Source: an optimization exercise on an open RTL-to-GDS flow (aim: small area, a short achievable clock period and few clock cycles per item). Production flows keep margins and buffers that such runs may drop.
In this exercise RTL edits were held to simulation tests only and were not proved equivalent to the original.
No activity file was given, so power comes from the tool's default toggle rates.

==> flow/design.v (excerpt) <==
module frame_index_extrapolation_mapper #(
    parameter int MAX_FRAMES = 65536
) (
    input  logic                                   aclk,
    input  logic                                   aresetn,
    input  logic                                   s_valid,
    output logic                                   s_ready,
    input  logic signed [fiem_pkg::FRAME_W-1:0]    s_frame_number,
    output logic                                   m_valid,
    input  logic                                   m_ready,
    output logic        [fiem_pkg::IDX_W-1:0]      m_stored_index,
    output logic                                   m_is_empty,
    input  logic                                   psel,
    input  logic                                   penable,
    input  logic                                   pwrite,
    input  logic        [fiem_pkg::ADDR_W-1:0]     paddr,
    input  logic        [fiem_pkg::DATA_W-1:0]     pwdata,
    output logic        [fiem_pkg::DATA_W-1:0]     prdata,
    output logic                                   pready
);
export LEC_CHECK = 0
export CAP_MARGIN = 20
export CORE_MARGIN = 2
export CORE_UTILIZATION = 65
export SETUP_SLACK_MARGIN = 1.7
export SLEW_MARGIN = 20
export BUFFER_PORTS_ARGS = -buffer_cell sky130_fd_sc_hd__buf_2
create_clock -name core_clock -period 5.5 [get_ports {aclk}]
standard.sh (not shown) runs the stock make flow with config.mk's settings and CLKGATE_MAP_FILE= SYNTH_SCRIPT=/design/flow/synth_recipe.tcl, a recipe that flattens the netlist after the stock synthesis.
==> flow/flow/run.sh <==
#!/bin/bash
# Layout flow: the standard flow, with the port buffers made from buf_2 cells instead of the
# cell buffer_ports picks by itself (a delay cell on this platform). Every port still gets a
# buffer. Each tool's full output goes to flow_standard.log in the work folder.
set -euo pipefail
printf '\nexport BUFFER_PORTS_ARGS = -buffer_cell sky130_fd_sc_hd__buf_2\n' >> config.mk
bash standard.sh > flow_standard.log 2>&1
Testbench counts at the start, summed over its fixed seeds: cycles 30,727, items 12,000.
==> next run, changes <==
CTS_BUF_LIST = sky130_fd_sc_hd__clkbuf_16   (was not set)
CTS_CLUSTER_DIAMETER = 100   (was not set)
CTS_CLUSTER_SIZE = 30   (was not set)
SETUP_SLACK_MARGIN = 2.0   (was 1.7)
What happened: The changed run passed the timing, design-rule and antenna checks. Power goes down by 10%. Area after synthesis stays the same. Worst setup slack improved by 0.18 ns. Non-clock buffer count goes up by 32. Routed wire length goes down by 1.7%. Utilization goes down by 0.84 points. Clock skew goes up by 0.0068 ns. Fmax goes up by 5.1%. Flip-flop and latch count does not change. Cell count barely changes.

---

frame_index_extrapolation_mapper again, from the RTL that the note above started with.
export LEC_CHECK = 0
export CAP_MARGIN = 20
export CORE_MARGIN = 2
export CORE_UTILIZATION = 65
export CTS_BUF_LIST = sky130_fd_sc_hd__clkbuf_8 sky130_fd_sc_hd__clkbuf_16
export CTS_CLUSTER_DIAMETER = 60
export CTS_CLUSTER_SIZE = 20
export SETUP_SLACK_MARGIN = 1.9
export SLEW_MARGIN = 20
export BUFFER_PORTS_ARGS = -buffer_cell sky130_fd_sc_hd__buf_2
create_clock -name core_clock -period 5.5 [get_ports {aclk}]
Scripts as last shown in full above: flow/flow/run.sh
The starting point completed with no timing, DRC or antenna violations.
Testbench counts at the start, summed over its fixed seeds: cycles 30,727, items 12,000.
Change:
CTS_BUF_LIST = sky130_fd_sc_hd__clkbuf_16   (was sky130_fd_sc_hd__clkbuf_8 sky130_fd_sc_hd__clkbuf_16)
CTS_CLUSTER_DIAMETER = 100   (was 60)
CTS_CLUSTER_SIZE = 30   (was 20)
SETUP_SLACK_MARGIN = 2.2   (was 1.9)
The new run passed the timing, design-rule and antenna checks.
Cell area came out higher by 0.56%.
Global-route usage fell by 0.70 points.
First-iteration DRC count went down by 11%.
Worst hold slack gets better by 0.017 ns.
Change:
SETUP_SLACK_MARGIN = 1.9   (was 2.2)
Final area went down by a few percent. Clock-buffer cell count does not change. Area after synthesis does not change. Synthesized cell count stays the same. Global-route usage went up by 0.21 points. Maximum frequency fell by a few percent. Register-to-register slack degrades by 0.14 ns. Combinational power drops by a little under a tenth. Routed wire length falls by a few percent. Hold slack is worse by 0.0048 ns.
Change:
SETUP_SLACK_MARGIN = 2.5   (was 1.9)
Result: Power grows by 14%. Worst hold slack is about the same. Setup slack gets better by 0.26 ns. Wire length goes up by 13%. Clock power climbs by about 4%. Area after synthesis does not change. Final cell count climbs by 4.2%. Via count increases by 6.3%. Critical path depth grows by 7.

---

== the reference run ==
Another version of the RTL of frame_index_extrapolation_mapper (not shown whole).
Size: roughly 350 flip-flops, about 130 I/O pins, ~22000 µm² of cells after synthesis.
export LEC_CHECK = 0
export CAP_MARGIN = 20
export CORE_MARGIN = 2
export CORE_UTILIZATION = 65
export SETUP_SLACK_MARGIN = 1.6
export SLEW_MARGIN = 20
create_clock -name core_clock -period 5.5 [get_ports {aclk}]
run.sh (not shown) runs the stock make flow with config.mk's settings and CLKGATE_MAP_FILE= SYNTH_SCRIPT=/design/flow/synth_recipe.tcl, a recipe that flattens the netlist after the stock synthesis.
Stock flow here: none of the scripts above is used.
The reference run | stages: all done | timing, DRC, antenna: all pass
Testbench counts of the reference run, summed over its fixed seeds: cycles 30,727, items 12,000.
Relative to the reference run, the following input files were edited for the trial run:
Settings: changing SETUP_SLACK_MARGIN from 1.6 to 1.9; setting BUFFER_PORTS_ARGS to -buffer_cell sky130_fd_sc_hd__buf_2 for the first time.
==> flow/flow/run.sh (new file) <==
#!/bin/bash
# Layout flow: the standard flow, with the port buffers made from buf_2 cells instead of the
# cell buffer_ports picks by itself (a delay cell on this platform). Every port still gets a
# buffer. Each tool's full output goes to flow_standard.log in the work folder.
set -euo pipefail
printf '\nexport BUFFER_PORTS_ARGS = -buffer_cell sky130_fd_sc_hd__buf_2\n' >> config.mk
bash standard.sh > flow_standard.log 2>&1
==> flow/standard.sh (new file) <==
#!/bin/bash
# synth_recipe.tcl (not shown) runs the flow's synth.tcl, then flattens the netlist and writes it again
# the make line also repeats each setting of config.mk as NAME=value (left out here)
make -C /OpenROAD-flow-scripts/flow DESIGN_CONFIG=/design/flow/config.mk WORK_HOME=/design/flow/orfs CLKGATE_MAP_FILE= SYNTH_SCRIPT=/design/flow/synth_recipe.tcl "${@:-finish}"
removed: flow/run.sh
### Flow results
The reference run → the trial run: post-synthesis instance total did not really move; utilization went down. Comparing the reference run against the trial run, there is no change at all in net count of the mapped netlist. In the trial run, the maximum frequency came out 6.5% above the value in the reference run. Via count of the first global-routing pass on the trial run is up relative to the reference run. The sum of buffers and inverters on the critical path of the trial run exceeds that of the reference run by 1. Cmp the trial run and the reference run / routed wire length / higher: the trial run. Per the comparison of the trial run with the reference run, half-perimeter wire length after detailed placement moved down, met2 track utilization from global routing moved up. Cmp the trial run and the reference run / post-route fraction of the period consumed by the critical path / higher: the reference run.

## afterwards: timing with drivers on the ports
No port has a modelled driver above. Below, the same layouts with a new extraction and two added sets of constraints. Step 1 sets driving cells, clkbuf_16 on the clock port and buf_2 on the other inputs (assumed; they add their load-dependent delay and slew). Step 2, shift: input delay + t, output delay - t, t = (earliest + latest rising clock arrival at the registers) / 2. This alone moves slack from input paths to output paths. Three values: ideal, step 1, step 2; two values: the first two.
run	t (ns)	slack for setup (ns)	latest minus earliest clock arrival (ns)	pins driven straight from the clock port
the first run of note 1	0.565	1.871 / 1.871 / 1.444	0.021 / 0.021	1
the second run of note 1	0.562	2.047 / 2.047 / 1.665	0.027 / 0.027	1
the first run of note 2	0.617	1.964 / 1.941 / 1.551	0.017 / 0.017	1
the second run of note 2	0.556	2.156 / 2.156 / 1.760	0.024 / 0.024	1
the third run of note 2	0.565	1.961 / 1.939 / 1.641	0.025 / 0.025	1
the fourth run of note 2	0.572	2.220 / 2.220 / 1.818	0.027 / 0.027	1
the reference run	0.587	1.749 / 1.749 / 1.221	0.019 / 0.019	1
the trial run	0.591	1.977 / 1.977 / 1.513	0.030 / 0.030	1
After both steps setup and hold are still met in every run listed. For the reference run, which loses most, drivers alone change the setup slack by 0.000 ns; drivers and shift together by -0.528 ns.
